This is an optimization exercise on Yosys and OpenROAD, whose aim is small area, a short achievable clock period and few clock cycles, not a production implementation. Only simulation tests tie the RTL to the original design; equivalence was not proved. Power figures rest on the tool's default switching activity, not on a simulated workload.

[flow/flow/run.sh]
#!/bin/bash
# Layout flow: the standard flow, with one added step between synthesis
# and floorplan. After the standard synthesis (bash standard.sh, unchanged),
# remap.tcl re-maps only the comparator logic that feeds the stage-2 compare
# registers with the ABC script cmp.abc; all registers and all other cells
# stay as the standard synthesis made them. The flow then continues with
# the standard steps from the re-mapped netlist.
set -euo pipefail
here=$(pwd)
res=$here/orfs/results/sky130hd/timestamp_min_heap_queue_unit/base
bash standard.sh "$res/1_2_yosys.v" > standard_synth.log 2>&1
cp "$res/1_2_yosys.v" "$here/synth_standard.v"
yosys_exe=$FLOW_HOME/../tools/install/yosys/bin/yosys
[ -x "$yosys_exe" ] || yosys_exe=$(command -v yosys)
TMHQ_LIB=$FLOW_HOME/platforms/sky130hd/lib/sky130_fd_sc_hd__tt_025C_1v80.lib \
TMHQ_IN=$here/synth_standard.v TMHQ_OUT=$here/synth_remapped.v \
TMHQ_ABC=$here/flow/cmp.abc TMHQ_CONSTR=$here/remap_abc.constr \
  "$yosys_exe" -c "$here/flow/remap.tcl" > remap.log 2>&1
cp "$here/synth_remapped.v" "$res/1_2_yosys.v"
touch "$res/1_2_yosys.v"
bash standard.sh finish > standard_flow.log 2>&1
[flow/flow/cmp.abc]
strash
dch
map
topo
[flow/flow/remap.tcl]
# Re-maps the compare logic of the standard synthesis netlist: the cells in
# the input cone of graw1[*] and c21 (the 32-bit due-time comparators and the
# occupancy decode feeding the stage-2 compare registers), stopping at
# register outputs, are turned back into gates and mapped again by ABC with
# cmp.abc. Every register and every other cell is left as synthesis made it.
yosys read_liberty -ignore_miss_func $::env(TMHQ_LIB)
yosys read_verilog $::env(TMHQ_IN)
yosys hierarchy -top timestamp_min_heap_queue_unit
yosys cd timestamp_min_heap_queue_unit
yosys select -set cone w:graw1* w:c21 %u %ci*:-\[Q\]
yosys select -set conecells @cone t:* %i
set n [yosys tee -q -s result.string select -count @conecells]
puts "remap: cone cells: $n"
yosys select -assert-min 1000 @conecells
yosys setattr -set keep_hierarchy 1 t:* @conecells %d
yosys cd
yosys flatten
yosys opt_clean timestamp_min_heap_queue_unit
set f [open $::env(TMHQ_CONSTR) w]
puts $f "set_driving_cell sky130_fd_sc_hd__buf_1"
puts $f "set_load 5"
close $f
yosys abc -script $::env(TMHQ_ABC) -liberty $::env(TMHQ_LIB) -dont_use sky130_fd_sc_hd__lpflow_bleeder_1 -dont_use sky130_fd_sc_hd__lpflow_clkbufkapwr_1 -dont_use sky130_fd_sc_hd__lpflow_clkbufkapwr_16 -dont_use sky130_fd_sc_hd__lpflow_clkbufkapwr_2 -dont_use sky130_fd_sc_hd__lpflow_clkbufkapwr_4 -dont_use sky130_fd_sc_hd__lpflow_clkbufkapwr_8 -dont_use sky130_fd_sc_hd__lpflow_clkinvkapwr_1 -dont_use sky130_fd_sc_hd__lpflow_clkinvkapwr_16 -dont_use sky130_fd_sc_hd__lpflow_clkinvkapwr_2 -dont_use sky130_fd_sc_hd__lpflow_clkinvkapwr_4 -dont_use sky130_fd_sc_hd__lpflow_clkinvkapwr_8 -dont_use sky130_fd_sc_hd__lpflow_decapkapwr_12 -dont_use sky130_fd_sc_hd__lpflow_decapkapwr_3 -dont_use sky130_fd_sc_hd__lpflow_decapkapwr_4 -dont_use sky130_fd_sc_hd__lpflow_decapkapwr_6 -dont_use sky130_fd_sc_hd__lpflow_decapkapwr_8 -dont_use sky130_fd_sc_hd__lpflow_inputiso0n_1 -dont_use sky130_fd_sc_hd__lpflow_inputiso0p_1 -dont_use sky130_fd_sc_hd__lpflow_inputiso1n_1 -dont_use sky130_fd_sc_hd__lpflow_inputiso1p_1 -dont_use sky130_fd_sc_hd__lpflow_inputisolatch_1 -dont_use sky130_fd_sc_hd__lpflow_isobufsrc_1 -dont_use sky130_fd_sc_hd__lpflow_isobufsrc_16 -dont_use sky130_fd_sc_hd__lpflow_isobufsrc_2 -dont_use sky130_fd_sc_hd__lpflow_isobufsrc_4 -dont_use sky130_fd_sc_hd__lpflow_isobufsrc_8 -dont_use sky130_fd_sc_hd__lpflow_isobufsrckapwr_16 -dont_use sky130_fd_sc_hd__lpflow_lsbuf_lh_hl_isowell_tap_1 -dont_use sky130_fd_sc_hd__lpflow_lsbuf_lh_hl_isowell_tap_2 -dont_use sky130_fd_sc_hd__lpflow_lsbuf_lh_hl_isowell_tap_4 -dont_use sky130_fd_sc_hd__lpflow_lsbuf_lh_isowell_4 -dont_use sky130_fd_sc_hd__lpflow_lsbuf_lh_isowell_tap_1 -dont_use sky130_fd_sc_hd__lpflow_lsbuf_lh_isowell_tap_2 -dont_use sky130_fd_sc_hd__lpflow_lsbuf_lh_isowell_tap_4 -dont_use sky130_fd_sc_hd__probe_p_8 -dont_use sky130_fd_sc_hd__probec_p_8  -constr $::env(TMHQ_CONSTR) timestamp_min_heap_queue_unit
yosys opt_clean -purge timestamp_min_heap_queue_unit
yosys select timestamp_min_heap_queue_unit
yosys write_verilog -noattr -nohex -nodec -selected $::env(TMHQ_OUT)
[flow/standard.sh]
#!/bin/bash
# synth_recipe.tcl (not shown) runs the flow's synth.tcl, then flattens the netlist and writes it again
# the make line also repeats each setting of config.mk as NAME=value (left out here)
make -C /OpenROAD-flow-scripts/flow DESIGN_CONFIG=/design/flow/config.mk WORK_HOME=/design/flow/orfs CLKGATE_MAP_FILE= SYNTH_SCRIPT=/design/flow/synth_recipe.tcl "${@:-finish}"
[flow/config.mk]
export PLATFORM = sky130hd
export DESIGN_NAME = timestamp_min_heap_queue_unit
export DESIGN_NICKNAME = timestamp_min_heap_queue_unit
export VERILOG_FILES = /design/flow/design.v
export SDC_FILE = /design/flow/constraint.sdc
export NUM_CORES = 8
export LEC_CHECK = 0
export CAP_MARGIN = 20
export CORE_MARGIN = 2
export CORE_UTILIZATION = 55
export CTS_CLUSTER_DIAMETER = 65
export CTS_CLUSTER_SIZE = 30
export PLACE_DENSITY = 0.65
export SETUP_SLACK_MARGIN = 4.4
export SLEW_MARGIN = 20
[flow/constraint.sdc]
create_clock -name core_clock -period 7.5 [get_ports {clk}]
set_input_delay 1.5000 -clock core_clock [delete_from_list [all_inputs] [get_ports {clk}]]
set_output_delay 1.5000 -clock core_clock [all_outputs]
set_load 0.01 [all_outputs]
[flow/design.v]
package tmhq_pkg;
  localparam int TIME_W  = 32;
  localparam int TAG_W   = 45;
  localparam int EW      = TIME_W + TAG_W;
  localparam int FILL_W  = 7;
  localparam int OUT_W   = 2 + EW + FILL_W;
  localparam logic       OP_PUSH = 1'b0;
  localparam logic       OP_POP  = 1'b1;
  localparam logic [1:0] ST_OK    = 2'd0;
  localparam logic [1:0] ST_EMPTY = 2'd1;
  localparam logic [1:0] ST_FULL  = 2'd2;
endpackage
module tmhq_ram #(
  parameter int WIDTH = 77,
  parameter int DEPTH = 64
) (
  input  logic                         clk,
  input  logic [DEPTH-1:0]             sel_hold,
  input  logic [DEPTH-1:0]             sel_lo,
  input  logic [DEPTH-1:0]             sel_hi,
  input  logic [DEPTH-1:0]             sel_new_n,
  input  logic [WIDTH-1:0]             wdata_n,
  output logic [DEPTH-1:0][WIDTH-1:0]  q
);
  for (genvar i = 0; i < DEPTH; i++) begin : g_ent
    logic [WIDTH-1:0] lo, hi, nxt;
    if (i == 0) begin : g_lo0
      assign lo = '0;
    end else begin : g_lo
      assign lo = q[i-1];
    end
    if (i == DEPTH - 1) begin : g_hiN
      assign hi = '0;
    end else begin : g_hi
      assign hi = q[i+1];
    end
    logic [WIDTH-1:0] keep_n;
    assign keep_n = ~(({WIDTH{sel_hold[i]}} & q[i])
                    | ({WIDTH{sel_lo[i]}}   & lo)
                    | ({WIDTH{sel_hi[i]}}   & hi));
    assign nxt = ~(keep_n & ({WIDTH{sel_new_n[i]}} | wdata_n));
    always_ff @(posedge clk) q[i] <= nxt;
  end
endmodule
module tmhq_ctrl (
  input  logic                          clk,
  input  logic                          rst_n,
  input  logic                          push,
  input  logic [tmhq_pkg::OUT_W-1:0]    pdata,
  input  logic                          out_ready,
  output logic                          out_valid,
  output logic [tmhq_pkg::OUT_W-1:0]    out_data,
  output logic                          room_nxt
);
  logic                       ov_r, sv_r;
  logic [tmhq_pkg::OUT_W-1:0] od_r, od_n, sd_r, od_nxt;
  logic                       o_free;
  assign o_free = !ov_r || out_ready;
  always_ff @(posedge clk) begin
    if (!rst_n) begin
      ov_r <= 1'b0;
      sv_r <= 1'b0;
    end else begin
      if (o_free) begin
        ov_r <= sv_r || push;
        sv_r <= 1'b0;
      end else begin
        sv_r <= sv_r || push;
      end
    end
    od_r <= o_free ? od_nxt : ~od_n;
    if (o_free) od_n <= ~od_nxt;
    if (!sv_r) sd_r <= pdata;
  end
  assign od_nxt = sv_r ? sd_r : pdata;
  assign room_nxt = o_free || !(sv_r || push);
  assign out_valid = ov_r;
  assign out_data  = od_r;
endmodule
module tmhq_datapath #(
  parameter int DEPTH = 64
) (
  input  logic [DEPTH-1:0][tmhq_pkg::EW-1:0] q,
  input  logic [DEPTH-1:0]                   vld,
  input  logic [tmhq_pkg::TIME_W-1:0]        key1,      
  input  logic [tmhq_pkg::TIME_W-1:0]        key1_n,    
  output logic [DEPTH-1:0]                   graw1,
  input  logic [DEPTH-1:0]                   graw2,
  input  logic                               c2,      
  input  logic [DEPTH-1:0]                   pins,    
  input  logic                               ppop,    
  output logic [DEPTH-1:0]                   gt
);
  localparam int TW = tmhq_pkg::TIME_W;
  localparam int EW = tmhq_pkg::EW;
  for (genvar i = 0; i < DEPTH; i++) begin : g_cmp
    logic gt_i;
    if (i < DEPTH / 2) begin : g_t
      tmhq_gt u_gt (.a(q[i][EW-1 -: TW]), .b(key1), .gt(gt_i));
    end else begin : g_n
      tmhq_gt u_gt (.a(q[i][EW-1 -: TW]), .b(~key1_n), .gt(gt_i));
    end
    assign graw1[i] = !vld[i] || gt_i;
  end
  for (genvar i = 0; i < DEPTH; i++) begin : g_adj
    logic up, dn;
    if (i == 0) begin : g_u0
      assign up = c2;
    end else begin : g_u
      assign up = pins[i-1] ? graw2[i-1] : c2;
    end
    if (i == DEPTH - 1) begin : g_dN
      assign dn = 1'b1;
    end else begin : g_d
      assign dn = graw2[i+1];
    end
    assign gt[i] = ppop ? dn : pins[i] ? up : graw2[i];
  end
endmodule
module tmhq_gt (
  input  logic [31:0] a,
  input  logic [31:0] b,
  output logic        gt
);
  logic [31:0] g0, p0;
  logic [15:0] g1, p1;
  logic [7:0]  g2, p2;
  logic [3:0]  g3, p3;
  logic [1:0]  g4, p4;
  assign g0 = a & ~b;
  assign p0 = a | ~b;
  for (genvar j = 0; j < 16; j++) begin : g_l1
    assign g1[j] = g0[2*j+1] | (p0[2*j+1] & g0[2*j]);
    assign p1[j] = p0[2*j+1] & p0[2*j];
  end
  for (genvar j = 0; j < 8; j++) begin : g_l2
    assign g2[j] = g1[2*j+1] | (p1[2*j+1] & g1[2*j]);
    assign p2[j] = p1[2*j+1] & p1[2*j];
  end
  for (genvar j = 0; j < 4; j++) begin : g_l3
    assign g3[j] = g2[2*j+1] | (p2[2*j+1] & g2[2*j]);
    assign p3[j] = p2[2*j+1] & p2[2*j];
  end
  for (genvar j = 0; j < 2; j++) begin : g_l4
    assign g4[j] = g3[2*j+1] | (p3[2*j+1] & g3[2*j]);
    assign p4[j] = p3[2*j+1] & p3[2*j];
  end
  assign gt = g4[1] | (p4[1] & g4[0]);
endmodule
module timestamp_min_heap_queue_unit #(
  parameter int HEAP_DEPTH = 64
) (
  input  logic                 clk,
  input  logic                 rst_n,
  input  logic                 in_valid,
  output logic                 in_ready,
  input  logic [77:0]          in_data,
  output logic                 out_valid,
  input  logic                 out_ready,
  output logic [85:0]          out_data
);
  localparam int D  = HEAP_DEPTH;
  localparam int TW = tmhq_pkg::TIME_W;
  localparam int EW = tmhq_pkg::EW;
  localparam int CW = $clog2(D + 1);
  logic          s1v;
  logic [77:0]   s1;
  logic          s2v;
  logic          op2;
  logic [EW-1:0] e2_n;           
  logic [D-1:0]  graw1, graw2;   
  logic          c2;             
  logic [D-1:0]  pins;           
  logic          ppop;           
  logic [TW-1:0] key1_n;         
  logic [D-1:0]  gt2;            
  logic          c21;
  logic [D-1:0]  vld;            
  logic [CW-1:0] cnt;
  logic          full, empty;    
  logic          go;             
  logic          push_ok;        
  logic          pop_ok;         
  logic          in_rdy_r;
  logic [D-1:0][EW-1:0] q;
  logic [D-1:0]  sel_hold, sel_lo, sel_hi, sel_new_n;
  logic          res_v, room_nxt, go_nxt;
  logic [tmhq_pkg::OUT_W-1:0] res;
  logic          s1v_nxt, s2v_nxt, op2_nxt;
  logic [CW-1:0] cnt_nxt;
  logic          full_nxt, empty_nxt;
  assign res_v = go && s2v;
  for (genvar i = 0; i < D; i++) begin : g_vld
    assign vld[i] = cnt > CW'(i);
  end
  for (genvar i = 0; i < D; i++) begin : g_sel
    logic below;
    if (i == 0) begin : g_b0
      assign below = 1'b0;
    end else begin : g_b
      assign below = gt2[i-1];
    end
    assign sel_lo[i]  = push_ok && below;
    assign sel_new_n[i] = !(push_ok && gt2[i] && !below);
    if (i == D - 1) begin : g_hN
      assign sel_hi[i]   = 1'b0;
      assign sel_hold[i] = !(push_ok && gt2[i]);
    end else begin : g_h
      assign sel_hi[i]   = pop_ok;
      assign sel_hold[i] = !pop_ok && !(push_ok && gt2[i]);
    end
  end
  tmhq_ram #(.WIDTH(EW), .DEPTH(D)) u_store (
    .clk(clk), .sel_hold(sel_hold), .sel_lo(sel_lo), .sel_hi(sel_hi),
    .sel_new_n(sel_new_n), .wdata_n(e2_n), .q(q)
  );
  tmhq_datapath #(.DEPTH(D)) u_cmp (
    .q(q), .vld(vld), .key1(s1[76:45]), .key1_n(key1_n), .graw1(graw1),
    .graw2(graw2), .c2(c2), .pins(pins), .ppop(ppop),
    .gt(gt2)
  );
  tmhq_gt u_c21 (.a(~e2_n[EW-1 -: TW]), .b(s1[76:45]), .gt(c21));
  always_comb begin
    res = '0;
    if (op2 == tmhq_pkg::OP_PUSH) begin
      if (full) begin
        res[85:84] = tmhq_pkg::ST_FULL;
        res[6:0]   = 7'(D);
      end else begin
        res[6:0]   = 7'(cnt + CW'(1));
      end
    end else begin
      if (empty) begin
        res[85:84] = tmhq_pkg::ST_EMPTY;
      end else begin
        res[83:7]  = q[0];
        res[6:0]   = 7'(cnt - CW'(1));
      end
    end
  end
  tmhq_ctrl u_out (
    .clk(clk), .rst_n(rst_n), .push(res_v), .pdata(res),
    .out_ready(out_ready), .out_valid(out_valid), .out_data(out_data),
    .room_nxt(room_nxt)
  );
  assign s1v_nxt   = in_rdy_r ? in_valid : s1v;
  assign s2v_nxt   = go ? s1v : s2v;
  assign op2_nxt   = go ? s1[77] : op2;
  assign go_nxt    = room_nxt || !s2v_nxt;
  assign cnt_nxt   = push_ok ? cnt + CW'(1) : pop_ok ? cnt - CW'(1) : cnt;
  assign full_nxt  = cnt_nxt == CW'(D);
  assign empty_nxt = cnt_nxt == '0;
  always_ff @(posedge clk) begin
    if (!rst_n) begin
      s1v      <= 1'b0;
      s2v      <= 1'b0;
      cnt      <= '0;
      full     <= 1'b0;
      empty    <= 1'b1;
      go       <= 1'b1;
      push_ok  <= 1'b0;
      pop_ok   <= 1'b0;
      in_rdy_r <= 1'b1;
    end else begin
      s1v   <= s1v_nxt;
      s2v   <= s2v_nxt;
      cnt   <= cnt_nxt;
      full  <= full_nxt;
      empty <= empty_nxt;
      go       <= go_nxt;
      push_ok  <= go_nxt && s2v_nxt && op2_nxt == tmhq_pkg::OP_PUSH && !full_nxt;
      pop_ok   <= go_nxt && s2v_nxt && op2_nxt == tmhq_pkg::OP_POP  && !empty_nxt;
      in_rdy_r <= !s1v_nxt || go_nxt;
    end
    if (in_rdy_r) begin
      s1     <= in_data;
      key1_n <= ~in_data[76:45];
    end
    if (go) begin
      op2 <= s1[77];
      e2_n <= ~s1[76:0];
      graw2 <= graw1;
      c2    <= c21;
      pins  <= {D{push_ok}} & gt2;
      ppop  <= pop_ok;
    end
  end
  assign in_ready = in_rdy_r;
endmodule
==> results_dict.tcl <==
set metrics [dict create \
    cts_sinks 5521 \
    cts_buffer_depth 4 \
    synth_area_per_cell_um2 9.57 \
    setup_viol 0 \
    syn2layout_area_growth_pct 9.43 \
    total_power_mw 87.6 \
    clock_latency_ns 1.08 \
    drv_slew 0 \
    grt_overflow 0 \
    hold_viol 0 \
    final_cell_mix "o21ai_0 (5284), dfxtp_1 (5055), a222oi_1 (4620)" \
    dpl.cell_count 27900 \
    ir_drop_mv 0.295 \
    clkTransAtPathRegs_ns 0.10 \
    ant_nets 0 \
    cp.required_ns 8.49 \
    syn_nets 24400 \
    routed_wirelength_um 941000 \
    die_height_um 654 \
    layout.nets 22900 \
    die_w_um 654 \
    slew_headroom 0.0754 \
    utilization 0.605 \
    antenna_found_initial 45 \
    via_per_inst 7.95 \
    min_period_ns 3.28 \
    pre_cts_ws_ns 3.30 \
    cp_max_fo 112 \
    outcome "finished clean" \
    tightestPinTransition_ns 1.38 \
    fin_crit_sh 0.438 \
    h-tree-depth 5 \
    firstDrtPassIters 22 \
    multiInputGateArea_um2 107000 \
    vias 229000 \
    coreArea_um2 420000 \
    grt_pass1_wl_um 1380000 \
    worstHoldPathType "flop to flop" \
    numPortBuffers 169 \
    cts_tree "yes" \
    p_per_area_nw_per_um2 344 \
    rsz0062_at_grt "true" \
    layout_commonest_cell "o21ai_0" \
    finalSetupTns_ns 0 \
    postPlaceCellArea_um2 237000 \
    start_util 0.553 \
    crit_path_end_kind "flop" \
    rows 238 \
    grt_pass1_vias 202000 \
    wl_per_cell_um 32.7 \
    fmaxAchievable_mhz 305 \
    grt_usage 0.408 \
    critPathKind "flop to flop" \
    layout_setup_ws_ns 4.22 \
    ios 170 \
    drt-initial-drc-count 53700 \
    cts_made_buffers 382 \
    finClkSkew_ns 0.0726 \
    max_cap_violations 0 \
    syn_inst 24300 \
    cp.arrival_ns 4.27 \
    syn_area_um2 232000 \
    power_leakage_nw 85.7 \
    seq_area_um2 115000 \
    crit_path_start_kind "flop" \
    dp_hpwl_um 623000 \
    whs_ns 0.414 \
    drive_gt1_frac 0.0873 \
    grt_max_degree 225 \
    globalplace.congestion 1.01 \
    ys_warn_count 3 \
    finish.instance_area_um2 254000 \
    fillCellCount 36000 \
    drc 0 \
    fin_cells 28800 \
    cts-root-buf "clkbuf_16" \
    die_area_um2 428000 \
]
## layer usage
| metal | part of all wire | wire length [um] | GRT usage | vias up |
|---|---|---|---|---|
| met5 | 0.00021 | 202 | 0 | - |
| met4 | 0.076 | 71100 | 0.275 | 28 |
| met3 | 0.11 | 103000 | 0.0890 | 2955 |
| met2 | 0.43 | 406000 | 0.607 | 15200 |
| met1 | 0.38 | 360000 | 0.531 | 112000 |
| li1 | - | - | - | 98600 |
## critical path, stage by stage, from the launching register on
cell	delay, ns
dfxtp_4	0.59
buf_4	0.44
buf_4	0.73
buf_16	0.41
nand2_1	0.12
o21ai_1	0.55
a221o_1	0.22
## final timing paths
path / from / slack [ns] / end / depth (start not counted)
max: pop_ok$_SDFF_PN0_ / 4.22 / u_store.q[325]$_DFF_P_ / 6
min: u_out.od_n[35]$_DFFE_PN_ / 0.41 / u_out.od_r[35]$_DFF_P_ / 1
min reg2reg: u_out.od_n[35]$_DFFE_PN_ / 0.41 / u_out.od_r[35]$_DFF_P_ / 1
max reg2reg: pop_ok$_SDFF_PN0_ / 4.22 / u_store.q[325]$_DFF_P_ / 6
## power by group
part / switching (mW) / internal, mW
Sequential: 10.4 / 37.7
Clock: 13.0 / 11.2
Combinational: 7.93 / 7.40
## registers in the layout (all words and copies together), names as in the netlist, 7 cells and up
| name | cells |
|---|---|
| cnt | 7 |
| e2_n | 77 |
| graw2 | 64 |
| key1_n | 32 |
| pins | 64 |
| s1 | 78 |
| u_out.od_n | 86 |
| u_out.od_r | 86 |
| u_out.sd_r | 86 |
| u_store.q | 4928 |
## timing repair
| item | CTS | global route |
|---|---|---|
| gates cloned | 16 | 16 |
| setup buffers | 46 | 58 |
| endpoints found under the setup margin | 3914 | 3742 |
| pin swaps | 15 | 19 |
| resized for setup | 692 | 259 |
| hold endpoints to repair | 0 | 0 |
| hold buffers | 0 | 0 |
## area by class of cell
| type | count | area share |
|---|---|---|
| sequential | 5521 | 0.451 |
| antenna | 47 | 0.000462 |
| tap | 5640 | 0.0277 |
| clock inverter | 300 | 0.0170 |
| inverter | 713 | 0.0111 |
| clock buffer | 417 | 0.0395 |
| timing repair buffer | 814 | 0.0326 |
| multi-input combinational | 15300 | 0.421 |
Testbench counts, summed over its fixed seeds: cycles 5,624.

## static timing again, ports no longer ideal
The flow's constraints put no driver on any port. The routed layout listed below was extracted and timed again, unchanged, in two steps. Step 1 sets driving cells, clkbuf_16 on the clock port and buf_2 on the other inputs (assumed; they add their load-dependent delay and slew). Step 2 moves the port delays by t, midway between the first and last clock arrival at a register: inputs arrive t later, outputs are due t later. That takes back most of the time a late clock gives input paths. a / b / c = no drivers / after step 1 / after step 2; a / b = the first two.
t (ns): 1.155
setup slack, ns: 4.216 / 4.216 / 3.752
hold WS [ns]: 0.414 / 0.414 / 0.414
latest minus earliest clock arrival (ns): 0.090 / 0.091
worst slew at a driven data input, ns: 0.08
After both steps this run still meets setup and hold. For this run, drivers alone change the setup slack by 0.000 ns; drivers and shift together by -0.464 ns.
